From an optimization exercise on the open Yosys and OpenROAD flow, aimed at small area; shortcuts taken in it are not production practice. No run shown here included a check of the RTL's function; only the layout flow was run. Power figures rest on the tool's default switching activity, not on a simulated workload.

`design/flow/flow/run.sh`:
```
#!/bin/bash
# The standard layout (the standard.sh, with its standard synthesis) with
# a few placement and CTS choices changed through ORFS variables:
#  - port buffers use the smallest buffer cell (buf_1) instead of
#    clkdlybuf4s50_1; every port still gets its own buffer,
#  - CTS clusters at most 10 sinks within 60 um per clkbuf_4 and inserts no
#    dummy loads,
#  - the single tie cell from synthesis is kept instead of one per tied port.
# The full make output goes to standard.log; ORFS keeps each step's log under
# orfs/logs/.
set -euo pipefail
export BUFFER_PORTS_ARGS="-buffer_cell sky130_fd_sc_hd__buf_1"
export CTS_ARGS="-sink_clustering_enable -repair_clock_nets -dont_use_dummy_load -sink_clustering_size 10 -sink_clustering_max_diameter 60 -buf_list sky130_fd_sc_hd__clkbuf_4"
export SKIP_REPAIR_TIE_FANOUT=1
bash standard.sh > standard.log 2>&1
```
`design/flow/standard.sh`:
```
#!/bin/bash
# synth_recipe.tcl (not shown) runs the flow's synth.tcl, then flattens the netlist and writes it again
# the make line also repeats each setting of config.mk as NAME=value (left out here)
make -C /OpenROAD-flow-scripts/flow DESIGN_CONFIG=/design/flow/config.mk WORK_HOME=/design/flow/orfs CLKGATE_MAP_FILE= SYNTH_SCRIPT=/design/flow/synth_recipe.tcl "${@:-finish}"
```
`design/flow/config.mk`:
```
export PLATFORM = sky130hd
export DESIGN_NAME = cpi_top
export DESIGN_NICKNAME = cpi_top
export VERILOG_FILES = /design/flow/design.v
export SDC_FILE = /design/flow/constraint.sdc
export NUM_CORES = 4
export LEC_CHECK = 0
export CAP_MARGIN = 0
export CORE_MARGIN = 2
export CORE_UTILIZATION = 60
export SLEW_MARGIN = 0
```
`design/flow/constraint.sdc`:
```
create_clock -name core_clock -period 10.0 [get_ports {s_cam_clk_dft}]
set_input_delay 2.0000 -clock core_clock [delete_from_list [all_inputs] [get_ports {s_cam_clk_dft}]]
set_output_delay 2.0000 -clock core_clock [all_outputs]
set_load 0.01 [all_outputs]
```
`design/flow/design.v`:
```
`default_nettype none
package cpi_pix_pkg;
    typedef logic [7:0] cam_byte_t;
    typedef logic [7:0] chan_t;
    typedef logic [15:0] coord_t;
    typedef logic [16:0] filt_sum_t;
    typedef logic [31:0] pix_word_t;
    typedef struct packed {
        chan_t r;
        chan_t g;
        chan_t b;
    } rgb_t;
    typedef struct packed {
        cam_byte_t first;
        cam_byte_t second;
    } cpi_pair_t;
endpackage
`default_nettype wire
`default_nettype none
package cpi_cfg_pkg;
    typedef enum logic [2:0] {
        FMT_RGB565     = 3'b000,
        FMT_RGB555     = 3'b001,
        FMT_RGB444     = 3'b010,
        FMT_BYP_LITEND = 3'b100,
        FMT_BYP_BIGEND = 3'b101
    } cpi_format_e;
    typedef logic [7:0] coeff_t;
    typedef logic [3:0] shift_t;
    typedef logic [5:0] drop_cnt_t;
    typedef struct packed {
        logic        enable;
        logic        vsync_pol;   
        logic        drop_en;
        drop_cnt_t   drop_val;    
        logic        slice_en;
        cpi_format_e format;
        shift_t      shift;
        logic [15:0]         row_len;     
        logic [15:0]         llx;
        logic [15:0]         lly;
        logic [15:0]         urx;
        logic [15:0]         ury;
        coeff_t      coeff_r;
        coeff_t      coeff_g;
        coeff_t      coeff_b;
    } cpi_cfg_t;
endpackage
`default_nettype wire
`timescale 1ns/1ps
`default_nettype none
module cpi_frame_ctrl (
    input  logic                  s_cam_clk_dft,
    input  logic                  rstn_i,
    input  cpi_cfg_pkg::cpi_cfg_t cfg_i,
    input  logic                  cam_vsync_i,
    output logic                  active_o,
    output logic                  frame_ok_o,
    output logic                  sof_o
);
    logic [1:0] en_sync_q;
    logic       en_s;
    logic       vsync_adj;
    logic       vsync_q;
    logic       active_q;
    logic [5:0] skip_q;      
    logic       skip_zero;
    assign en_s      = en_sync_q[1];
    assign vsync_adj = cam_vsync_i ^ cfg_i.vsync_pol;
    assign sof_o     = vsync_adj & ~vsync_q & en_s;
    assign skip_zero = (skip_q == 6'd0);
    assign active_o   = active_q;
    assign frame_ok_o = active_q & skip_zero;
    always_ff @(posedge s_cam_clk_dft or negedge rstn_i) begin
        if (!rstn_i) begin
            en_sync_q <= 2'b00;
        end else begin
            en_sync_q <= {en_sync_q[0], cfg_i.enable};
        end
    end
    always_ff @(posedge s_cam_clk_dft or negedge rstn_i) begin
        if (!rstn_i) begin
            vsync_q <= 1'b0;
        end else if (en_s) begin
            vsync_q <= vsync_adj;
        end
    end
    always_ff @(posedge s_cam_clk_dft or negedge rstn_i) begin
        if (!rstn_i) begin
            active_q <= 1'b0;
        end else if (!en_s) begin
            active_q <= 1'b0;
        end else if (sof_o) begin
            active_q <= 1'b1;
        end
    end
    logic       skip_ev;
    logic [5:0] skip_dec;
    logic [6:0] skip_bw;
    assign skip_ev    = sof_o & active_q;
    assign skip_bw[0] = skip_ev & ~skip_zero;
    for (genvar i = 0; i < 6; i++) begin : g_dec
        assign skip_dec[i]  = skip_q[i] ^ skip_bw[i];
        assign skip_bw[i+1] = ~skip_q[i] & skip_bw[i];
    end
    always_ff @(posedge s_cam_clk_dft) begin
        skip_q <= {6{en_s}} & (skip_dec | ({6{skip_ev & skip_zero & cfg_i.drop_en}} & cfg_i.drop_val));
    end
endmodule
`default_nettype wire
`timescale 1ns/1ps
`default_nettype none
module cpi_sampler (
    input  logic                   s_cam_clk_dft,
    input  logic                   rstn_i,
    input  cpi_cfg_pkg::cpi_cfg_t  cfg_i,
    input  cpi_pix_pkg::cam_byte_t cam_data_i,
    input  logic                   cam_hsync_i,
    input  logic                   active_i,
    input  logic                   frame_ok_i,
    input  logic                   sof_i,
    output cpi_pix_pkg::cam_byte_t first_o,
    output logic                   pair_valid_o
);
    logic        phase_first_q;
    logic [7:0]  first_q;
    logic [15:0] col_q;
    logic [15:0] row_q;
    logic        x_lo_seen_q;    
    logic        x_hi_past_q;    
    logic        y_lo_seen_q;
    logic        y_hi_past_q;
    logic        line_on;
    logic        second_byte;
    logic        in_window;
    logic        col_at_llx;
    logic        col_at_urx;
    logic        row_at_lly;
    logic        row_at_ury;
    logic        col_last;
    logic        row_last;
    assign line_on     = cam_hsync_i & active_i;
    assign second_byte = line_on & ~phase_first_q;
    assign col_at_llx = (col_q == cfg_i.llx);
    assign col_at_urx = (col_q == cfg_i.urx);
    assign row_at_lly = (row_q == cfg_i.lly);
    assign row_at_ury = (row_q == cfg_i.ury);
    assign col_last   = (col_q == cfg_i.row_len);
    assign in_window = ~cfg_i.slice_en |
                       ((x_lo_seen_q | col_at_llx) & ~x_hi_past_q &
                        (y_lo_seen_q | row_at_lly) & ~y_hi_past_q);
    assign first_o      = first_q;
    assign pair_valid_o = second_byte & frame_ok_i & in_window;
    always_ff @(posedge s_cam_clk_dft or negedge rstn_i) begin
        if (!rstn_i) begin
            phase_first_q <= 1'b1;
        end else if (!line_on) begin
            phase_first_q <= 1'b1;
        end else begin
            phase_first_q <= ~phase_first_q;
        end
    end
    always_ff @(posedge s_cam_clk_dft) begin
        first_q <= cam_data_i;
    end
    logic        clear;
    logic        col_step;
    logic        row_step;
    logic [15:0] col_inc;
    logic [15:0] row_inc;
    logic [16:0] col_cy;
    logic [16:0] row_cy;
    assign clear    = sof_i | ~active_i;
    assign col_step = second_byte & cfg_i.slice_en;
    assign row_step = col_step & col_last;
    assign col_cy[0] = col_step;
    assign row_cy[0] = row_step;
    for (genvar i = 0; i < 16; i++) begin : g_inc
        assign col_inc[i]  = col_q[i] ^ col_cy[i];
        assign col_cy[i+1] = col_q[i] & col_cy[i];
        assign row_inc[i]  = row_q[i] ^ row_cy[i];
        assign row_cy[i+1] = row_q[i] & row_cy[i];
    end
    assign row_last = row_cy[16];
    always_ff @(posedge s_cam_clk_dft) begin
        col_q       <= {16{~clear & ~row_step}} & col_inc;
        row_q       <= {16{~clear}} & row_inc;
        x_lo_seen_q <= ~clear & ~row_step & (x_lo_seen_q | (col_step & col_at_llx));
        x_hi_past_q <= ~clear & ~row_step & (x_hi_past_q | (col_step & col_at_urx));
        y_lo_seen_q <= ~clear & ~row_last & (y_lo_seen_q | (row_step & row_at_lly));
        y_hi_past_q <= ~clear & ~row_last & (y_hi_past_q | (row_step & row_at_ury));
    end
endmodule
`default_nettype wire
`timescale 1ns/1ps
`default_nettype none
module cpi_pixel_format (
    input  cpi_cfg_pkg::cpi_cfg_t  cfg_i,
    input  cpi_pix_pkg::cam_byte_t prev_i,
    input  cpi_pix_pkg::cam_byte_t cam_i,
    input  logic                   cycle_b_i,
    output logic [7:0]             sb_o,
    output logic [7:0]             ga_o,
    output logic [15:0]            byp_o,
    output logic                   is_rgb_o
);
    always_comb begin
        sb_o     = '0;
        ga_o     = '0;
        byp_o    = {prev_i, cam_i};   
        is_rgb_o = 1'b1;
        case (cfg_i.format)
            cpi_cfg_pkg::FMT_RGB565: begin
                if (cycle_b_i) begin
                    sb_o = {prev_i[4:0], 3'b000};
                end else begin
                    sb_o = {prev_i[7:3], 3'b000};
                    ga_o = {prev_i[2:0], cam_i[7:5], 2'b00};
                end
            end
            cpi_cfg_pkg::FMT_RGB555: begin
                if (cycle_b_i) begin
                    sb_o = {prev_i[4:0], 3'b000};
                end else begin
                    sb_o = {prev_i[6:2], 3'b000};
                    ga_o = {prev_i[1:0], cam_i[7:5], 3'b000};
                end
            end
            cpi_cfg_pkg::FMT_RGB444: begin
                sb_o = {prev_i[3:0], 4'b0000};
                if (!cycle_b_i) begin
                    ga_o = {cam_i[7:4], 4'b0000};
                end
            end
            cpi_cfg_pkg::FMT_BYP_BIGEND: begin
                is_rgb_o = 1'b0;
                byp_o    = {cam_i, prev_i};
            end
            default: is_rgb_o = 1'b0;
        endcase
    end
endmodule
`default_nettype wire
`timescale 1ns/1ps
`default_nettype none
module cpi_luma_filter (
    input  logic                   s_cam_clk_dft,
    input  logic                   rstn_i,
    input  cpi_cfg_pkg::cpi_cfg_t  cfg_i,
    input  logic [7:0]             sb_i,
    input  logic [7:0]             ga_i,
    input  logic [15:0]            byp_i,
    input  logic                   is_rgb_i,
    input  logic                   pair_valid_i,
    output logic                   cycle_b_o,
    output logic [15:0]            word_o,
    output logic                   wr_pend_o,
    output logic                   word_valid_o
);
    logic [16:0] sum_d;
    logic [16:0] hold_q;
    logic        rgb_v1_q;
    logic        pend_q;      
    logic [7:0]  sc;
    logic [16:0] acc;
    assign cycle_b_o = rgb_v1_q;
    assign sc  = rgb_v1_q ? cfg_i.coeff_b : cfg_i.coeff_r;
    assign acc[16:2] = rgb_v1_q ? hold_q[16:2] : (is_rgb_i ? 15'd0 : {1'b0, byp_i[15:2]});
    assign acc[1:0]  = is_rgb_i ? 2'd0 : byp_i[1:0];
    cpi_luma_mac u_mac (
        .sb  ( sb_i          ),
        .sc  ( sc            ),
        .ga  ( ga_i          ),
        .cg  ( cfg_i.coeff_g ),
        .acc ( acc           ),
        .sum ( sum_d         )
    );
    always_ff @(posedge s_cam_clk_dft or negedge rstn_i) begin
        if (!rstn_i) begin
            rgb_v1_q     <= 1'b0;
            pend_q       <= 1'b0;
            word_valid_o <= 1'b0;
        end else begin
            rgb_v1_q     <= pair_valid_i & is_rgb_i;
            pend_q       <= rgb_v1_q | (pair_valid_i & ~is_rgb_i);
            word_valid_o <= pend_q;
        end
    end
    always_ff @(posedge s_cam_clk_dft) begin
        hold_q <= sum_d;
    end
    assign wr_pend_o = pend_q;
    logic [3:0]  sh;
    logic [16:0] t8, t4, t2, t1;
    assign sh = (is_rgb_i && cfg_i.shift <= 4'd9) ? cfg_i.shift : 4'd0;
    assign t1 = sh[0] ? (hold_q >> 1) : hold_q;
    assign t2 = sh[1] ? (t1 >> 2) : t1;
    assign t4 = sh[2] ? (t2 >> 4) : t2;
    assign t8 = sh[3] ? (t4 >> 8) : t4;
    assign word_o = t8[15:0];
endmodule
module cpi_luma_mac (
    input  logic [7:0]  sb,
    input  logic [7:0]  sc,
    input  logic [7:0]  ga,
    input  logic [7:0]  cg,
    input  logic [16:0] acc,
    output logic [16:0] sum
);
    logic n1, n2, n3, n4, n5, n6, n7, n8, n9, n10, n11, n12, n13, n14, n15, n16, n17, n18, n19, n20, n21, n22, n23, n24, n25, n26, n27, n28, n29, n30, n31, n32, n33, n34, n35, n36, n37, n38, n39, n40, n41, n42, n43, n44, n45, n46, n47, n48, n49, n50, n51, n52, n53, n54, n55, n56, n57, n58, n59, n60, n61, n62, n63, n64, n65, n66, n67, n68, n69, n70, n71, n72, n73, n74, n75, n76, n77, n78, n79, n80, n81, n82, n83, n84, n85, n86, n87, n88, n89, n90, n91, n92, n93, n94, n95, n96, n97, n98, n99, n100, n101, n102, n103, n104, n105, n106, n107, n108, n109, n110, n111, n112, n113, n114, n115, n116, n117, n118, n119, n120, n121, n122, n123, n124, n125, n126, n127, n128, n129, n130, n131, n132, n133, n134, n135, n136, n137, n138, n139, n140, n141, n142, n143, n144, n145, n146, n147, n148, n149, n150, n151, n152, n153, n154, n155, n156, n157, n158, n159, n160, n161, n162, n163;
    assign n1 = ((ga[2] & cg[1]) | acc[3]) ^ (ga[3] & cg[0]) ^ (sb[3] & sc[0]);
    assign n2 = (((ga[2] & cg[1]) | acc[3]) & (ga[3] & cg[0])) | ((sb[3] & sc[0]) & (((ga[2] & cg[1]) | acc[3]) ^ (ga[3] & cg[0])));
    assign n3 = ((ga[2] & cg[2]) | acc[4]) ^ (ga[3] & cg[1]) ^ (ga[4] & cg[0]);
    assign n4 = (((ga[2] & cg[2]) | acc[4]) & (ga[3] & cg[1])) | ((ga[4] & cg[0]) & (((ga[2] & cg[2]) | acc[4]) ^ (ga[3] & cg[1])));
    assign n5 = (sb[3] & sc[1]) ^ (sb[4] & sc[0]) ^ n2;
    assign n6 = ((sb[3] & sc[1]) & (sb[4] & sc[0])) | (n2 & ((sb[3] & sc[1]) ^ (sb[4] & sc[0])));
    assign n7 = n3 ^ n5;
    assign n8 = n3 & n5;
    assign n9 = ((ga[2] & cg[3]) | acc[5]) ^ (ga[3] & cg[2]) ^ (ga[4] & cg[1]);
    assign n10 = (((ga[2] & cg[3]) | acc[5]) & (ga[3] & cg[2])) | ((ga[4] & cg[1]) & (((ga[2] & cg[3]) | acc[5]) ^ (ga[3] & cg[2])));
    assign n11 = (ga[5] & cg[0]) ^ (sb[3] & sc[2]) ^ (sb[4] & sc[1]);
    assign n12 = ((ga[5] & cg[0]) & (sb[3] & sc[2])) | ((sb[4] & sc[1]) & ((ga[5] & cg[0]) ^ (sb[3] & sc[2])));
    assign n13 = (sb[5] & sc[0]) ^ n4 ^ n11;
    assign n14 = ((sb[5] & sc[0]) & n4) | (n11 & ((sb[5] & sc[0]) ^ n4));
    assign n15 = n9 ^ n6 ^ n13;
    assign n16 = (n9 & n6) | (n13 & (n9 ^ n6));
    assign n17 = n8 ^ n15;
    assign n18 = n8 & n15;
    assign n19 = ((ga[2] & cg[4]) | acc[6]) ^ (ga[3] & cg[3]) ^ (ga[4] & cg[2]);
    assign n20 = (((ga[2] & cg[4]) | acc[6]) & (ga[3] & cg[3])) | ((ga[4] & cg[2]) & (((ga[2] & cg[4]) | acc[6]) ^ (ga[3] & cg[3])));
    assign n21 = (ga[5] & cg[1]) ^ (ga[6] & cg[0]) ^ (sb[3] & sc[3]);
    assign n22 = ((ga[5] & cg[1]) & (ga[6] & cg[0])) | ((sb[3] & sc[3]) & ((ga[5] & cg[1]) ^ (ga[6] & cg[0])));
    assign n23 = (sb[4] & sc[2]) ^ (sb[5] & sc[1]) ^ (sb[6] & sc[0]);
    assign n24 = ((sb[4] & sc[2]) & (sb[5] & sc[1])) | ((sb[6] & sc[0]) & ((sb[4] & sc[2]) ^ (sb[5] & sc[1])));
    assign n25 = n10 ^ n12 ^ n19;
    assign n26 = (n10 & n12) | (n19 & (n10 ^ n12));
    assign n27 = n21 ^ n23 ^ n14;
    assign n28 = (n21 & n23) | (n14 & (n21 ^ n23));
    assign n29 = n25 ^ n16 ^ n27;
    assign n30 = (n25 & n16) | (n27 & (n25 ^ n16));
    assign n31 = n18 ^ n29;
    assign n32 = n18 & n29;
    assign n33 = ((ga[2] & cg[5]) | acc[7]) ^ (ga[3] & cg[4]) ^ (ga[4] & cg[3]);
    assign n34 = (((ga[2] & cg[5]) | acc[7]) & (ga[3] & cg[4])) | ((ga[4] & cg[3]) & (((ga[2] & cg[5]) | acc[7]) ^ (ga[3] & cg[4])));
    assign n35 = (ga[5] & cg[2]) ^ (ga[6] & cg[1]) ^ (ga[7] & cg[0]);
    assign n36 = ((ga[5] & cg[2]) & (ga[6] & cg[1])) | ((ga[7] & cg[0]) & ((ga[5] & cg[2]) ^ (ga[6] & cg[1])));
    assign n37 = (sb[3] & sc[4]) ^ (sb[4] & sc[3]) ^ (sb[5] & sc[2]);
    assign n38 = ((sb[3] & sc[4]) & (sb[4] & sc[3])) | ((sb[5] & sc[2]) & ((sb[3] & sc[4]) ^ (sb[4] & sc[3])));
    assign n39 = (sb[6] & sc[1]) ^ (sb[7] & sc[0]) ^ n20;
    assign n40 = ((sb[6] & sc[1]) & (sb[7] & sc[0])) | (n20 & ((sb[6] & sc[1]) ^ (sb[7] & sc[0])));
    assign n41 = n22 ^ n24 ^ n33;
    assign n42 = (n22 & n24) | (n33 & (n22 ^ n24));
    assign n43 = n35 ^ n37 ^ n26;
    assign n44 = (n35 & n37) | (n26 & (n35 ^ n37));
    assign n45 = n39 ^ n41 ^ n28;
    assign n46 = (n39 & n41) | (n28 & (n39 ^ n41));
    assign n47 = n43 ^ n30 ^ n45;
    assign n48 = (n43 & n30) | (n45 & (n43 ^ n30));
    assign n49 = n32 ^ n47;
    assign n50 = n32 & n47;
    assign n51 = ((ga[2] & cg[6]) | acc[8]) ^ (ga[3] & cg[5]) ^ (ga[4] & cg[4]);
    assign n52 = (((ga[2] & cg[6]) | acc[8]) & (ga[3] & cg[5])) | ((ga[4] & cg[4]) & (((ga[2] & cg[6]) | acc[8]) ^ (ga[3] & cg[5])));
    assign n53 = (ga[5] & cg[3]) ^ (ga[6] & cg[2]) ^ (ga[7] & cg[1]);
    assign n54 = ((ga[5] & cg[3]) & (ga[6] & cg[2])) | ((ga[7] & cg[1]) & ((ga[5] & cg[3]) ^ (ga[6] & cg[2])));
    assign n55 = (sb[3] & sc[5]) ^ (sb[4] & sc[4]) ^ (sb[5] & sc[3]);
    assign n56 = ((sb[3] & sc[5]) & (sb[4] & sc[4])) | ((sb[5] & sc[3]) & ((sb[3] & sc[5]) ^ (sb[4] & sc[4])));
    assign n57 = (sb[6] & sc[2]) ^ (sb[7] & sc[1]) ^ n34;
    assign n58 = ((sb[6] & sc[2]) & (sb[7] & sc[1])) | (n34 & ((sb[6] & sc[2]) ^ (sb[7] & sc[1])));
    assign n59 = n36 ^ n38 ^ n51;
    assign n60 = (n36 & n38) | (n51 & (n36 ^ n38));
    assign n61 = n53 ^ n55 ^ n40;
    assign n62 = (n53 & n55) | (n40 & (n53 ^ n55));
    assign n63 = n42 ^ n57 ^ n59;
    assign n64 = (n42 & n57) | (n59 & (n42 ^ n57));
    assign n65 = n44 ^ n61 ^ n63;
    assign n66 = (n44 & n61) | (n63 & (n44 ^ n61));
    assign n67 = n46 ^ n65 ^ n48;
    assign n68 = (n46 & n65) | (n48 & (n46 ^ n65));
    assign n69 = n50 ^ n67;
    assign n70 = n50 & n67;
    assign n71 = ((ga[2] & cg[7]) | acc[9]) ^ (ga[3] & cg[6]) ^ (ga[4] & cg[5]);
    assign n72 = (((ga[2] & cg[7]) | acc[9]) & (ga[3] & cg[6])) | ((ga[4] & cg[5]) & (((ga[2] & cg[7]) | acc[9]) ^ (ga[3] & cg[6])));
    assign n73 = (ga[5] & cg[4]) ^ (ga[6] & cg[3]) ^ (ga[7] & cg[2]);
    assign n74 = ((ga[5] & cg[4]) & (ga[6] & cg[3])) | ((ga[7] & cg[2]) & ((ga[5] & cg[4]) ^ (ga[6] & cg[3])));
    assign n75 = (sb[3] & sc[6]) ^ (sb[4] & sc[5]) ^ (sb[5] & sc[4]);
    assign n76 = ((sb[3] & sc[6]) & (sb[4] & sc[5])) | ((sb[5] & sc[4]) & ((sb[3] & sc[6]) ^ (sb[4] & sc[5])));
    assign n77 = (sb[6] & sc[3]) ^ (sb[7] & sc[2]) ^ n52;
    assign n78 = ((sb[6] & sc[3]) & (sb[7] & sc[2])) | (n52 & ((sb[6] & sc[3]) ^ (sb[7] & sc[2])));
    assign n79 = n54 ^ n56 ^ n71;
    assign n80 = (n54 & n56) | (n71 & (n54 ^ n56));
    assign n81 = n73 ^ n75 ^ n58;
    assign n82 = (n73 & n75) | (n58 & (n73 ^ n75));
    assign n83 = n60 ^ n77 ^ n79;
    assign n84 = (n60 & n77) | (n79 & (n60 ^ n77));
    assign n85 = n62 ^ n81 ^ n64;
    assign n86 = (n62 & n81) | (n64 & (n62 ^ n81));
    assign n87 = n83 ^ n66 ^ n85;
    assign n88 = (n83 & n66) | (n85 & (n83 ^ n66));
    assign n89 = n87 ^ n68 ^ n70;
    assign n90 = (n87 & n68) | (n70 & (n87 ^ n68));
    assign n91 = ((ga[3] & cg[7]) | acc[10]) ^ (ga[4] & cg[6]) ^ (ga[5] & cg[5]);
    assign n92 = (((ga[3] & cg[7]) | acc[10]) & (ga[4] & cg[6])) | ((ga[5] & cg[5]) & (((ga[3] & cg[7]) | acc[10]) ^ (ga[4] & cg[6])));
    assign n93 = (ga[6] & cg[4]) ^ (ga[7] & cg[3]) ^ (sb[3] & sc[7]);
    assign n94 = ((ga[6] & cg[4]) & (ga[7] & cg[3])) | ((sb[3] & sc[7]) & ((ga[6] & cg[4]) ^ (ga[7] & cg[3])));
    assign n95 = (sb[4] & sc[6]) ^ (sb[5] & sc[5]) ^ (sb[6] & sc[4]);
    assign n96 = ((sb[4] & sc[6]) & (sb[5] & sc[5])) | ((sb[6] & sc[4]) & ((sb[4] & sc[6]) ^ (sb[5] & sc[5])));
    assign n97 = (sb[7] & sc[3]) ^ n72 ^ n74;
    assign n98 = ((sb[7] & sc[3]) & n72) | (n74 & ((sb[7] & sc[3]) ^ n72));
    assign n99 = n76 ^ n91 ^ n93;
    assign n100 = (n76 & n91) | (n93 & (n76 ^ n91));
    assign n101 = n95 ^ n78 ^ n80;
    assign n102 = (n95 & n78) | (n80 & (n95 ^ n78));
    assign n103 = n97 ^ n99 ^ n82;
    assign n104 = (n97 & n99) | (n82 & (n97 ^ n99));
    assign n105 = n101 ^ n84 ^ n103;
    assign n106 = (n101 & n84) | (n103 & (n101 ^ n84));
    assign n107 = n86 ^ n105 ^ n88;
    assign n108 = (n86 & n105) | (n88 & (n86 ^ n105));
    assign n109 = n107 ^ n90;
    assign n110 = n107 & n90;
    assign n111 = ((ga[4] & cg[7]) | acc[11]) ^ (ga[5] & cg[6]) ^ (ga[6] & cg[5]);
    assign n112 = (((ga[4] & cg[7]) | acc[11]) & (ga[5] & cg[6])) | ((ga[6] & cg[5]) & (((ga[4] & cg[7]) | acc[11]) ^ (ga[5] & cg[6])));
    assign n113 = (ga[7] & cg[4]) ^ (sb[4] & sc[7]) ^ (sb[5] & sc[6]);
    assign n114 = ((ga[7] & cg[4]) & (sb[4] & sc[7])) | ((sb[5] & sc[6]) & ((ga[7] & cg[4]) ^ (sb[4] & sc[7])));
    assign n115 = (sb[6] & sc[5]) ^ (sb[7] & sc[4]) ^ n92;
    assign n116 = ((sb[6] & sc[5]) & (sb[7] & sc[4])) | (n92 & ((sb[6] & sc[5]) ^ (sb[7] & sc[4])));
    assign n117 = n94 ^ n96 ^ n111;
    assign n118 = (n94 & n96) | (n111 & (n94 ^ n96));
    assign n119 = n113 ^ n98 ^ n100;
    assign n120 = (n113 & n98) | (n100 & (n113 ^ n98));
    assign n121 = n115 ^ n117 ^ n102;
    assign n122 = (n115 & n117) | (n102 & (n115 ^ n117));
    assign n123 = n119 ^ n104 ^ n121;
    assign n124 = (n119 & n104) | (n121 & (n119 ^ n104));
    assign n125 = n106 ^ n123 ^ n108;
    assign n126 = (n106 & n123) | (n108 & (n106 ^ n123));
    assign n127 = n125 ^ n110;
    assign n128 = n125 & n110;
    assign n129 = ((ga[5] & cg[7]) | acc[12]) ^ (ga[6] & cg[6]) ^ (ga[7] & cg[5]);
    assign n130 = (((ga[5] & cg[7]) | acc[12]) & (ga[6] & cg[6])) | ((ga[7] & cg[5]) & (((ga[5] & cg[7]) | acc[12]) ^ (ga[6] & cg[6])));
    assign n131 = (sb[5] & sc[7]) ^ (sb[6] & sc[6]) ^ (sb[7] & sc[5]);
    assign n132 = ((sb[5] & sc[7]) & (sb[6] & sc[6])) | ((sb[7] & sc[5]) & ((sb[5] & sc[7]) ^ (sb[6] & sc[6])));
    assign n133 = n112 ^ n114 ^ n129;
    assign n134 = (n112 & n114) | (n129 & (n112 ^ n114));
    assign n135 = n131 ^ n116 ^ n118;
    assign n136 = (n131 & n116) | (n118 & (n131 ^ n116));
    assign n137 = n133 ^ n120 ^ n135;
    assign n138 = (n133 & n120) | (n135 & (n133 ^ n120));
    assign n139 = n122 ^ n137 ^ n124;
    assign n140 = (n122 & n137) | (n124 & (n122 ^ n137));
    assign n141 = n139 ^ n126 ^ n128;
    assign n142 = (n139 & n126) | (n128 & (n139 ^ n126));
    assign n143 = ((ga[6] & cg[7]) | acc[13]) ^ (ga[7] & cg[6]) ^ (sb[6] & sc[7]);
    assign n144 = (((ga[6] & cg[7]) | acc[13]) & (ga[7] & cg[6])) | ((sb[6] & sc[7]) & (((ga[6] & cg[7]) | acc[13]) ^ (ga[7] & cg[6])));
    assign n145 = (sb[7] & sc[6]) ^ n130 ^ n132;
    assign n146 = ((sb[7] & sc[6]) & n130) | (n132 & ((sb[7] & sc[6]) ^ n130));
    assign n147 = n143 ^ n134 ^ n145;
    assign n148 = (n143 & n134) | (n145 & (n143 ^ n134));
    assign n149 = n136 ^ n147 ^ n138;
    assign n150 = (n136 & n147) | (n138 & (n136 ^ n147));
    assign n151 = n149 ^ n140 ^ n142;
    assign n152 = (n149 & n140) | (n142 & (n149 ^ n140));
    assign n153 = ((ga[7] & cg[7]) | acc[14]) ^ (sb[7] & sc[7]) ^ n144;
    assign n154 = (((ga[7] & cg[7]) | acc[14]) & (sb[7] & sc[7])) | (n144 & (((ga[7] & cg[7]) | acc[14]) ^ (sb[7] & sc[7])));
    assign n155 = n146 ^ n153 ^ n148;
    assign n156 = (n146 & n153) | (n148 & (n146 ^ n153));
    assign n157 = n155 ^ n150 ^ n152;
    assign n158 = (n155 & n150) | (n152 & (n155 ^ n150));
    assign n159 = acc[15] ^ n154 ^ n156;
    assign n160 = (acc[15] & n154) | (n156 & (acc[15] ^ n154));
    assign n161 = n159 ^ n158;
    assign n162 = n159 & n158;
    assign n163 = acc[16] ^ n160 ^ n162;
    assign sum[0] = acc[0];
    assign sum[1] = acc[1];
    assign sum[2] = ((ga[2] & cg[0]) | acc[2]);
    assign sum[3] = n1;
    assign sum[4] = n7;
    assign sum[5] = n17;
    assign sum[6] = n31;
    assign sum[7] = n49;
    assign sum[8] = n69;
    assign sum[9] = n89;
    assign sum[10] = n109;
    assign sum[11] = n127;
    assign sum[12] = n141;
    assign sum[13] = n151;
    assign sum[14] = n157;
    assign sum[15] = n161;
    assign sum[16] = n163;
endmodule
`default_nettype wire
`timescale 1ns/1ps
`default_nettype none
module cpi_out_fifo (
    input  logic        s_cam_clk_dft,
    input  logic        rstn_i,
    input  logic        flush_i,
    input  logic [15:0] wr_data_i,
    input  logic        wr_pend_i,
    input  logic        wr_valid_i,
    output logic [31:0] rd_data_o,
    output logic        rd_valid_o,
    input  logic        rd_ready_i,
    output logic        overflow_o
);
    logic [15:0] mem [8];
    logic [2:0]  top_q;
    logic [2:0]  top_d;
    logic        any_q;
    logic        any_d;
    logic        pend_q;
    logic        top0;
    logic        full;
    logic        full_d;
    logic        wr_en;
    logic        rd_en;
    logic        shift_in;
    assign top0       = (top_q == 3'd0);
    assign full       = any_q & ~pend_q & top0;
    assign wr_en      = pend_q & ~flush_i;
    assign rd_valid_o = any_q;
    assign rd_en      = any_q & rd_ready_i;
    assign full_d     = ~flush_i & ~rd_en & any_q & top0;
    assign shift_in   = wr_pend_i & ~full_d;
    always_comb begin
        top_d = top_q;
        if (flush_i) begin
            top_d = shift_in ? 3'd1 : 3'd0;
        end else if (shift_in && !rd_en) begin
            top_d = top_q + 3'd1;
        end else if (rd_en && !shift_in) begin
            top_d = top_q - 3'd1;
        end
    end
    assign any_d = ~flush_i & (wr_en |
                   (any_q & ~((top_q == {1'b0, pend_q, ~pend_q}) & rd_en)));
    always_ff @(posedge s_cam_clk_dft or negedge rstn_i) begin
        if (!rstn_i) begin
            top_q      <= 3'd0;
            any_q      <= 1'b0;
            pend_q     <= 1'b0;
            overflow_o <= 1'b0;
        end else begin
            top_q    <= top_d;
            any_q    <= any_d;
            pend_q   <= shift_in;
            if (flush_i) begin
                overflow_o <= 1'b0;
            end else if (wr_valid_i && full) begin
                overflow_o <= 1'b1;
            end
        end
    end
    logic [15:0] rd_word;
    always_comb begin
        rd_word = '0;
        for (int i = 0; i < 8; i++) begin
            rd_word = rd_word | (mem[i] & {16{top_q == 3'(i + 1)}});
        end
    end
    assign rd_data_o = {16'd0, rd_word};
    always_ff @(posedge s_cam_clk_dft) begin
        if (shift_in) begin
            mem[0] <= wr_data_i;
            for (int i = 1; i < 8; i++) begin
                mem[i] <= mem[i-1];
            end
        end
    end
endmodule
`default_nettype wire
`timescale 1ns/1ps
`default_nettype none
module cpi_top #(
    parameter int unsigned FIFO_DEPTH = 8
) (
    input  logic                   s_cam_clk_dft,
    input  logic                   rstn_i,
    input  logic                   cfg_enable_i,
    input  logic                   cfg_vsync_pol_i,
    input  logic                   cfg_drop_en_i,
    input  logic [5:0]             cfg_drop_val_i,
    input  logic                   cfg_slice_en_i,
    input  logic [2:0]             cfg_format_i,
    input  logic [3:0]             cfg_shift_i,
    input  logic [15:0]            cfg_row_len_i,
    input  logic [15:0]            cfg_llx_i,
    input  logic [15:0]            cfg_lly_i,
    input  logic [15:0]            cfg_urx_i,
    input  logic [15:0]            cfg_ury_i,
    input  logic [7:0]             cfg_coeff_r_i,
    input  logic [7:0]             cfg_coeff_g_i,
    input  logic [7:0]             cfg_coeff_b_i,
    input  logic [7:0]             cam_data_i,
    input  logic                   cam_hsync_i,
    input  logic                   cam_vsync_i,
    output logic [31:0]            out_data_o,
    output logic                   out_valid_o,
    input  logic                   out_ready_i,
    output logic                   overflow_o,
    output logic                   frame_evt_o
);
    cpi_cfg_pkg::cpi_cfg_t cfg_i;
    assign cfg_i.enable    = cfg_enable_i;
    assign cfg_i.vsync_pol = cfg_vsync_pol_i;
    assign cfg_i.drop_en   = cfg_drop_en_i;
    assign cfg_i.drop_val  = cfg_drop_val_i;
    assign cfg_i.slice_en  = cfg_slice_en_i;
    assign cfg_i.format    = cpi_cfg_pkg::cpi_format_e'(cfg_format_i);
    assign cfg_i.shift     = cfg_shift_i;
    assign cfg_i.row_len   = cfg_row_len_i;
    assign cfg_i.llx       = cfg_llx_i;
    assign cfg_i.lly       = cfg_lly_i;
    assign cfg_i.urx       = cfg_urx_i;
    assign cfg_i.ury       = cfg_ury_i;
    assign cfg_i.coeff_r   = cfg_coeff_r_i;
    assign cfg_i.coeff_g   = cfg_coeff_g_i;
    assign cfg_i.coeff_b   = cfg_coeff_b_i;
    logic        active;
    logic        frame_ok;
    logic        sof;
    cpi_pix_pkg::cam_byte_t prev;
    logic        pair_valid;
    logic [7:0]  sb;
    logic [7:0]  ga;
    logic [15:0] byp;
    logic        is_rgb;
    logic        cycle_b;
    logic [15:0] word;
    logic        wr_pend;
    logic        word_valid;
    assign frame_evt_o = sof;
    cpi_frame_ctrl u_frame_ctrl (
        .s_cam_clk_dft ( s_cam_clk_dft ),
        .rstn_i        ( rstn_i        ),
        .cfg_i         ( cfg_i         ),
        .cam_vsync_i   ( cam_vsync_i   ),
        .active_o      ( active        ),
        .frame_ok_o    ( frame_ok      ),
        .sof_o         ( sof           )
    );
    cpi_sampler u_sampler (
        .s_cam_clk_dft ( s_cam_clk_dft ),
        .rstn_i        ( rstn_i        ),
        .cfg_i         ( cfg_i         ),
        .cam_data_i    ( cam_data_i    ),
        .cam_hsync_i   ( cam_hsync_i   ),
        .active_i      ( active        ),
        .frame_ok_i    ( frame_ok      ),
        .sof_i         ( sof           ),
        .first_o       ( prev          ),
        .pair_valid_o  ( pair_valid    )
    );
    cpi_pixel_format u_pixel_format (
        .cfg_i         ( cfg_i         ),
        .prev_i        ( prev          ),
        .cam_i         ( cam_data_i    ),
        .cycle_b_i     ( cycle_b       ),
        .sb_o          ( sb            ),
        .ga_o          ( ga            ),
        .byp_o         ( byp           ),
        .is_rgb_o      ( is_rgb        )
    );
    cpi_luma_filter u_luma_filter (
        .s_cam_clk_dft ( s_cam_clk_dft ),
        .rstn_i        ( rstn_i        ),
        .cfg_i         ( cfg_i         ),
        .sb_i          ( sb            ),
        .ga_i          ( ga            ),
        .byp_i         ( byp           ),
        .is_rgb_i      ( is_rgb        ),
        .pair_valid_i  ( pair_valid    ),
        .cycle_b_o     ( cycle_b       ),
        .word_o        ( word          ),
        .wr_pend_o     ( wr_pend       ),
        .word_valid_o  ( word_valid    )
    );
    cpi_out_fifo u_out_fifo (
        .s_cam_clk_dft ( s_cam_clk_dft ),
        .rstn_i        ( rstn_i        ),
        .flush_i       ( ~cfg_i.enable ),   
        .wr_data_i     ( word          ),
        .wr_pend_i     ( wr_pend       ),
        .wr_valid_i    ( word_valid    ),
        .rd_data_o     ( out_data_o    ),
        .rd_valid_o    ( out_valid_o   ),
        .rd_ready_i    ( out_ready_i   ),
        .overflow_o    ( overflow_o    )
    );
endmodule
`default_nettype wire
```
==> results of run 1 <==
## synth_stat cells (all sizes together), types with 8 or more instances
cell type	n
xnor2	50
a211oi	11
fa	73
edfxtp	128
dfrtp	13
a221oi	11
clkbuf	23
nor2	26
mux2	11
a221o	20
dfxtp	67
xor2	38
inv	40
a222oi	32
nand4	14
ha	51
buf	34
and2	52
a21oi	19
nand2	103
nand3	8
mux2i	42
nor4	11
o21ai	16
## area by class of cell
| cell class | instances | area [µm²] |
|---|---|---|
| clock buffer | 27 | 202.7 |
| tap | 265 | 331.6 |
| fill | 1591 | 6640 |
| inverter | 40 | 152.6 |
| sequential | 209 | 5537 |
| timing repair buffer | 168 | 690.7 |
| multi-input combinational | 672 | 6033 |
| antenna | 1 | 2.502 |
## worst max path at each step
stage | slack (ps) | endpoint | from | depth (start not counted)
6_report | 1630 | u_luma_filter.hold_q[16] | cfg_format_i[2] | 22
5_1_grt | 1390 | u_luma_filter.hold_q[16] | cfg_format_i[2] | 23
4_1_cts | 1740 | u_luma_filter.hold_q[16] | cfg_format_i[2] | 22
3_5_place_dp | 1020 | u_luma_filter.hold_q[16] | cfg_format_i[2] | 22
3_3_place_gp | 1070 | u_luma_filter.hold_q[16] | cfg_format_i[2] | 22
2_1_floorplan | 1510 | u_luma_filter.hold_q[16] | cfg_format_i[2] | 23
## registers in the layout, summed over array words and instances, names as in the netlist, 2 cells and up
register,cells
u_sampler.col_q,16
u_out_fifo.top_q,3
u_out_fifo.mem,128
u_frame_ctrl.skip_q,6
u_frame_ctrl.en_sync_q,2
u_sampler.row_q,16
u_sampler.first_q,8
u_luma_filter.hold_q,17
## power breakdown
part | total, µW | switching (µW) | internal (µW)
sequential | 998 | 50.7 | 947
clock | 389 | 266 | 123
combinational | 386 | 216 | 170
## metal layers
metal  part of all wire  up-vias  wire, µm  track usage
met5                  0        -         0            0
met4              0.031        0       821      0.08578
met3              0.058       64      1554      0.03135
met2               0.48      316     12780       0.4197
met1               0.43     3974     11600       0.3566
li1                   -     3836         -            -
## through the flow
step                      instance area (µm²)  cells
after floorplan                         12040    978
after global placement                  12740   1354
after detailed placement                12740   1354
after CTS                               12950   1381
after global routing                    12950   1381
final                                   12950   1382
## cell families after synthesis
logic type	count (synthesis)	share of synthesized area
simple gates	247	0.1041
flops	209	0.4600
compound gates	155	0.1051
fa+ha+maj	124	0.1744
buf+inv	97	0.03877
xor+xnor	88	0.06403
mux	57	0.05333
other cells	1	0.0003116
## cell usage in the layout, fill, tap and decap left out, types with 5 or more instances in the layout
| cell type | Yosys | layout |
|---|---|---|
| nand4_1 | 14 | 14 |
| xor2_1 | 38 | 38 |
| ha_1 | 51 | 51 |
| nand2_1 | 102 | 102 |
| mux2_2 | 10 | 10 |
| a22oi_1 | 5 | 5 |
| nand3_1 | 7 | 7 |
| a221oi_1 | 11 | 11 |
| dfrtp_1 | 13 | 13 |
| nor4_1 | 11 | 11 |
| a31oi_1 | 7 | 7 |
| fa_1 | 73 | 73 |
| nor2b_1 | 7 | 7 |
| and3_1 | 5 | 5 |
| xnor2_1 | 50 | 50 |
| edfxtp_1 | 128 | 128 |
| inv_1 | 39 | 38 |
| nor2_1 | 26 | 26 |
| a221o_1 | 20 | 20 |
| a21oi_1 | 18 | 18 |
| mux2i_1 | 42 | 42 |
| buf_4 | 18 | 16 |
| buf_1 | 3 | 152 |
| clkbuf_4 | 0 | 27 |
| dfxtp_1 | 67 | 67 |
| a222oi_1 | 32 | 32 |
| and2_1 | 51 | 51 |
| a211oi_1 | 10 | 10 |
| nor3_1 | 7 | 7 |
| o21ai_0 | 14 | 14 |
| a21boi_0 | 5 | 5 |
==> metrics.sh, run 1 <==
CP.BUFFERS_INVERTERS=3
OUTCOME='finished clean'
FMAXACHIEVABLE_MHz=119.5
YS.FLOP_TYPE='edfxtp_1'
SYNTH-SEQ-AREA-SHARE=0.4600
CP_SLOWEST_CELL='nand3_1'
POWER_AFTER_LAYOUT_uW=1773
NUMBER_OF_GLOBAL_ROUTE_VIAS_BEFORE_REPAIR=8202
AREAL_POWER_DENSITY_OVER_THE_CELLS_mW_PER_MM2=136.9
INITIAL_UTILIZATION=0.6144
WORSTSETUPPATHTYPE='input pin to flop'
FINAL_PERIOD_MINUS_WORST_SETUP_SLACK_PS=8367
SYNTHESIS.AREA_MM2=0.01204
SETUP_TOTAL_NEGATIVE_SLACK_PS=0
CLOCKROOTBUFFER='clkbuf_4'
WHS_ENDPOINT='u_frame_ctrl.en_sync_q[1]'
CTS.SINK_COUNT=209
SYNTHESIS.AREA_PER_INSTANCE_UM2=12.31
R2R_END='u_luma_filter.hold_q[16]'
DIE_AREA_MM2=0.02121
DETAILROUTE.VIA_COUNT=8190
ARRIVAL_PS=8920
CLOCK_INSERTION_DELAY_WORST_SKEW_PS=690
HP-START='u_frame_ctrl.en_sync_q[0]'
FINALHOLDWORSTSLACK_PS=328.3
RSZ_0062_RAISED_AFTER_GLOBAL_ROUTING='no'
DRT_DRC_VIOLATIONS_LEFT=0
SYNTH_ASYNC_SR_FLOP_SHARE=0.06699
GLOBALROUTETOTALUTIL=0.2553
CTS.CLK_SLEW.WORST_PATHS_PS=110
GRT_FIRST_PASS_WIRELENGTH_UM=43480
BUFFER_PORTS.INSERTED=152
FIRSTDRTPASSITERS=7
CHIPWIDTH_UM=145.6
R2R-START='u_luma_filter.rgb_v1_q'
CTS-RESIZED-GATES=0
PATH_DELAY_FAMILY='adder cells'
TIMING.REG2REG.SETUP_SLACK_PS=2770
SYNTH_ENABLE_FLOP_CELLS=128
CRITICAL_PATH.ENDPOINT_TYPE='flop'
HOLD_PATH.CLASS='flop to flop'
DRT_ITER0_DRC=658
LEAKAGEPOWER_uW=0.004939
CELLS_AFTER_SYNTHESIS=978
CP_DATA_REQUIRED_TIME_PS=10550
POSTLAYOUTCOREUTIL=0.6610
ANTENNA_LEFT=0
DIEHEIGHT_UM=145.6
YOSYSUNIQUECELLTYPES=71
SYNTHTOLAYOUTAREAGROWTH_PCT=7.588
START_KIND='input pin'
CRITPATHMAXSTAGEDELAY_PS=600
CP_CELL_SEQUENCE='buf_1 > nand3_1 > mux2i_1 > o21ai_0 > fa_1 > inv_1 > fa_1 > fa_1 > fa_1 > fa_1 > fa_1 > inv_1 > ha_1 > fa_1 > ha_1 > ha_1 > fa_1 > fa_1 > fa_1 > ha_1 > xor2_1 > xnor2_1'
SETUP-VIOLATIONS-FINAL=0
FINAL_CRITICAL_PATH_SETUP_SLACK_PS=1633
FLOORPLAN.IO_PINS=169
FINCLKSKEW_PS=99.59
YS_FF_LATCH=209
CTS_MAX_PATH_BUFFERS=3
SYN_NETS=1236
CTS_TREE='done'
GRT_REMAINING_OVERFLOW=0
SYNTH_LARGEST_TYPE_AREA_FRACTION=0.3193
POST_CTS.REPAIR.SETUP_BUFFERS=0
AGGREGATE_ROUTED_WIRE_LENGTH_UM=26760
FIN_CRIT_SH=0.8367
HOLD_CRITICAL_PATH_DEPTH=0
MAXSLEWHEADROOM=0.2980
SYNTH.YOSYS.WARNINGS=6
SYNTH.TOP_CELLS.BY_AREA='edfxtp_1, fa_1, dfxtp_1'
FIN_NETS=1376
TIMING.MAX_CAP.VIOLATIONS=0
DRT-VIAS-PER-INSTANCE=5.926
REG2REG_DEPTH=23
CRIT_PATH_MAX_FANOUT=11
GRT_START_MAX_NET_PINS=85
YOSYSTOPAREACELL='edfxtp_1'
HTREEDEPTH=1
FINAL-HOLD-VIOLATION-COUNT=0
AVGROUTEDWIREPERCELL_UM=19.36
TIMING.CRITICAL_PATH.MODE_CELL='fa_1'
CTS_BUFFERS=27
PRE_CTS_WS_PS=1017
FINALWEIGHTEDCONGESTION=0.9286
ANTENNA_FOUND_INITIAL=0
FINAL_LAYOUT_SIZE_SUFFIX_GT1_FRAC=0.06183
COREAREA_MM2=0.01959
ROWS=51
CTS_HOLD_BUF=0
DPL.HPWL_UM=19330
MAX-VDD-IR-DROP_V=0.00007210
TIMING.FINAL.MAX_SLEW_VIOLATIONS=0
WORSTMARGINPINSLEW_PS=1053
==> run 2, diff against run 1 <==
==> design/flow/flow/run.sh (replaced) <==
#!/bin/bash
# The standard layout (the standard.sh, with its standard synthesis) with
# a few placement and CTS choices changed through ORFS variables:
#  - port buffers use the smallest buffer cell (buf_1) instead of
#    clkdlybuf4s50_1; every port still gets its own buffer,
#  - CTS clusters at most 10 sinks within 45 um per clkbuf_4 and inserts no
#    dummy loads,
#  - the single tie cell from synthesis is kept instead of one per tied port.
# The full make output goes to standard.log; ORFS keeps each step's log under
# orfs/logs/.
set -euo pipefail
export BUFFER_PORTS_ARGS="-buffer_cell sky130_fd_sc_hd__buf_1"
export CTS_ARGS="-sink_clustering_enable -repair_clock_nets -dont_use_dummy_load -sink_clustering_size 10 -sink_clustering_max_diameter 45 -buf_list sky130_fd_sc_hd__clkbuf_4"
export SKIP_REPAIR_TIE_FANOUT=1
bash standard.sh > standard.log 2>&1
==> metrics.sh, run 2 <==
DRT-VIAS-PER-INSTANCE=5.945
SETUP_TOTAL_NEGATIVE_SLACK_PS=0
YOSYSUNIQUECELLTYPES=71
FIRSTDRTPASSITERS=9
LAYOUT_COMMONEST_CELL='buf_1'
MAXSLEWHEADROOM=0.3078
FINALWEIGHTEDCONGESTION=0.9286
YOSYSTOPAREACELL='edfxtp_1'
SETUP-VIOLATIONS-FINAL=0
CLOCKROOTBUFFER='clkbuf_4'
CTS_TREE='done'
ANTENNA_LEFT=0
SYNTH.YOSYS.WARNINGS=6
USE_MET1=0.3543
FINAL_LAYOUT_SIZE_SUFFIX_GT1_FRAC=0.06351
GLOBALROUTETOTALUTIL=0.2553
HOLD_PATH.CLASS='flop to flop'
YS.FLOP_TYPE='edfxtp_1'
SYNTH.TOP_CELLS.BY_AREA='edfxtp_1, fa_1, dfxtp_1'
FINAL_CELL_MIX='buf_1, edfxtp_1, nand2_1'
SYNTHTOLAYOUTAREAGROWTH_PCT=7.713
FINAL_PERIOD_MINUS_WORST_SETUP_SLACK_PS=8409
SWITCHING_POWER_uW=525.4
ANTENNA_FOUND_INITIAL=0
GRT_REMAINING_OVERFLOW=0
SEQ_POWER_SHARE=0.562
CP_DATA_REQUIRED_TIME_PS=10520
NUM-FILL-CELLS=1588
GLOBALROUTEMET3UTIL=0.03166
WORSTSETUPPATHTYPE='input pin to flop'
FLOORPLAN.IO_PINS=169
FMAXACHIEVABLE_MHz=118.9
POWER.CLOCK.FRACTION=0.221
MOST_FLOPS_REGISTER='u_out_fifo.mem'
CELLS_AFTER_SYNTHESIS=978
BUFFER_PORTS.INSERTED=152
REG.LARGEST.LIST='u_out_fifo.mem (128), u_luma_filter.hold_q (17)'
AVGROUTEDWIREPERCELL_UM=19.21
CTS.CLK_SLEW.WORST_PATHS_PS=100
YS_FF_LATCH=209
DIEHEIGHT_UM=145.6
HTREEDEPTH=1
FINAL-HOLD-VIOLATION-COUNT=0
SYNTH-SEQ-AREA-SHARE=0.4600
CTS.SINK_COUNT=209
CLOCK_INSERTION_DELAY_WORST_SKEW_PS=650
DPL.HPWL_UM=19330
AREAL_POWER_DENSITY_OVER_THE_CELLS_mW_PER_MM2=136.9
POWER_AFTER_LAYOUT_uW=1775
CTS_HOLD_BUF=0
GLOBALROUTE.BUSIESTLAYER='met2'
CRIT_PATH_MAX_FANOUT=11
START_KIND='input pin'
AGGREGATE_ROUTED_WIRE_LENGTH_UM=26590
SHARE_COMB_OF_TOTAL_POWER=0.217
NUMBER_OF_GLOBAL_ROUTE_VIAS_BEFORE_REPAIR=8243
LEAKAGEPOWER_uW=0.004948
CRITICAL_PATH.ENDPOINT_TYPE='flop'
FINCLKSKEW_PS=79.02
FIN_NETS=1378
SYN_NETS=1236
CTS_BUFFERS=29
POST_CTS.REPAIR.SETUP_BUFFERS=0
CTS_MAX_PATH_BUFFERS=3
SWITCHING_SHARE=0.2960
MAX-VDD-IR-DROP_V=0.00006998
SYNTH_LARGEST_TYPE_AREA_FRACTION=0.3193
ARRIVAL_PS=8930
WORSTMARGINPINSLEW_PS=1038
CRITPATHMAXSTAGEDELAY_PS=600
CTS-RESIZED-GATES=0
TIMING.FINAL.MAX_SLEW_VIOLATIONS=0
FIN_CRIT_SH=0.8409
TIMING.CRITICAL_PATH.MODE_CELL='fa_1'
YOSYSMOSTFREQUENTCELL='edfxtp_1'
CP_CELL_SEQUENCE='buf_1 > nand3_1 > mux2i_1 > o21ai_0 > fa_1 > inv_1 > fa_1 > fa_1 > fa_1 > fa_1 > fa_1 > inv_1 > ha_1 > fa_1 > ha_1 > ha_1 > fa_1 > fa_1 > fa_1 > ha_1 > xor2_1 > xnor2_1'
SYNTH_ASYNC_SR_FLOP_SHARE=0.06699
INITIAL_UTILIZATION=0.6144
SYNTH_ENABLE_FLOP_CELLS=128
SYNTHESIS.AREA_PER_INSTANCE_UM2=12.31
GRT_START_MAX_NET_PINS=85
CELLINTERNALPOWER_uW=1250
OUTCOME='finished clean'
USE_MET2=0.4211
NUMBER_OF_FLIP_FLOPS_IN_THE_LARGEST_REGISTER=128
ROWS=51
CP_SLOWEST_CELL='nand3_1'
DETAILROUTE.VIA_COUNT=8228
DRT_ITER0_DRC=690
GRT_FIRST_PASS_WIRELENGTH_UM=43460
SYNTHESIS.AREA_MM2=0.01204
TIMING.MAX_CAP.VIOLATIONS=0
RSZ_0062_RAISED_AFTER_GLOBAL_ROUTING='no'
YS_TOP_CELLS_BY_COUNT='edfxtp_1, nand2_1, fa_1'
DIE_AREA_MM2=0.02121
COREAREA_MM2=0.01959
DRT_DRC_VIOLATIONS_LEFT=0
CHIPWIDTH_UM=145.6
run 2: cell counts after synthesis:
Identical to the previous run, type by type.
run 2: final timing paths:
path,startpoint,to,slack [ps],depth (start not counted)
min in group asynchronous,rstn_i,u_out_fifo.top_q[2],1370,1
min,u_frame_ctrl.en_sync_q[0],u_frame_ctrl.en_sync_q[1],360,0
max in group asynchronous,rstn_i,u_frame_ctrl.en_sync_q[0],8150,1
min reg2reg,u_frame_ctrl.en_sync_q[0],u_frame_ctrl.en_sync_q[1],360,0
max reg2reg,u_luma_filter.rgb_v1_q,u_luma_filter.hold_q[16],2740,23
max,cfg_format_i[2],u_luma_filter.hold_q[16],1590,22
run 2: cell type report:
cell class / count / area [µm²] / share of cell area
multi-input combinational: 672 / 6033 / 0.4654
tap: 265 / 331.6 / 0.02557
timing repair buffer: 168 / 690.7 / 0.05327
sequential: 209 / 5537 / 0.4270
inverter: 40 / 152.6 / 0.01177
antenna: 1 / 2.502 / 0.0001930
clock buffer: 29 / 217.7 / 0.01679
run 2: kinds of logic (layout without fill, tap and decap cells):
logic type      after synthesis  in the layout  synth area share
compound gates              155            155            0.1051
xor+xnor                     88             88           0.06403
fa+ha+maj                   124            124            0.1744
buf+inv                      97            237           0.03877
flops                       209            209            0.4600
mux                          57             57           0.05333
other cells                   1              2         0.0003116
simple gates                247            247            0.1041
run 2: layer usage:
| metal | wire length (µm) | part of all wire | up-vias |
|---|---|---|---|
| li1 | - | - | 3843 |
| met1 | 11360 | 0.43 | 3973 |
| met2 | 12760 | 0.48 | 355 |
| met3 | 1652 | 0.062 | 57 |
| met4 | 811 | 0.031 | 0 |
| met5 | 0 | 0 | - |
run 2: critical path: cells and delay by family:
| kind | cells | cell delay, ps |
|---|---|---|
| adders and majority gates | 14 | 4990 |
| buffers and inverters | 3 | 600 |
| and+or+nand+nor | 1 | 600 |
| muxes | 1 | 330 |
| xor gates and xnor gates | 2 | 270 |
| AOI/OAI and AO/OA | 1 | 150 |
run 2: power groups by stage:
stage	Combinational [µW]	Clock, µW	Sequential, µW
after global routing	439	443	998
after detailed placement	388	0	1010
after global placement	381	0	1010
after CTS	390	411	994
after floorplan	277	0	987
final	386	392	997
run 2: per-stage QoR:
stage | instances | utilization | hold WS, ps | cell area (µm²) | setup slack (ps)
after floorplan | 978 | - | 331.2 | 12040 | 1513
after global placement | 1354 | 0.6506 | 335.1 | 12740 | 1071
after detailed placement | 1354 | 0.6506 | 343.3 | 12740 | 1017
after CTS | 1383 | 0.6617 | 361.4 | 12960 | 1720
after global routing | 1383 | 0.6617 | 370.8 | 12960 | 1381
final | 1384 | 0.6618 | 360.5 | 12960 | 1591

-- re-timing with driven ports --
The flow's constraints put no driver on any port. The routed layouts listed below were extracted and timed again, unchanged, in two steps. Step 1 sets driving cells, clkbuf_16 on the clock port and buf_2 on the other inputs (assumed; they add their load-dependent delay and slew). Step 2 also shifts input and output timing later by t, the mid clock arrival at the registers, as if the neighbouring blocks saw the same clock. Slacks: ideal ports / drivers / drivers and shift; pairs: ideal ports / drivers.
| run | t (ns) | setup slack, ns | worst slew at a driven data input, ns |
|---|---|---|---|
| run 1 | 0.675 | 1.633 / 1.609 / 0.933 | 0.07 |
| run 2 | 0.660 | 1.591 / 1.566 / 0.905 | 0.07 |
After both steps setup and hold are still met in every run listed. The setup slack of run 1, which loses most, moves by -0.024 ns with the drivers and by -0.700 ns with both steps.
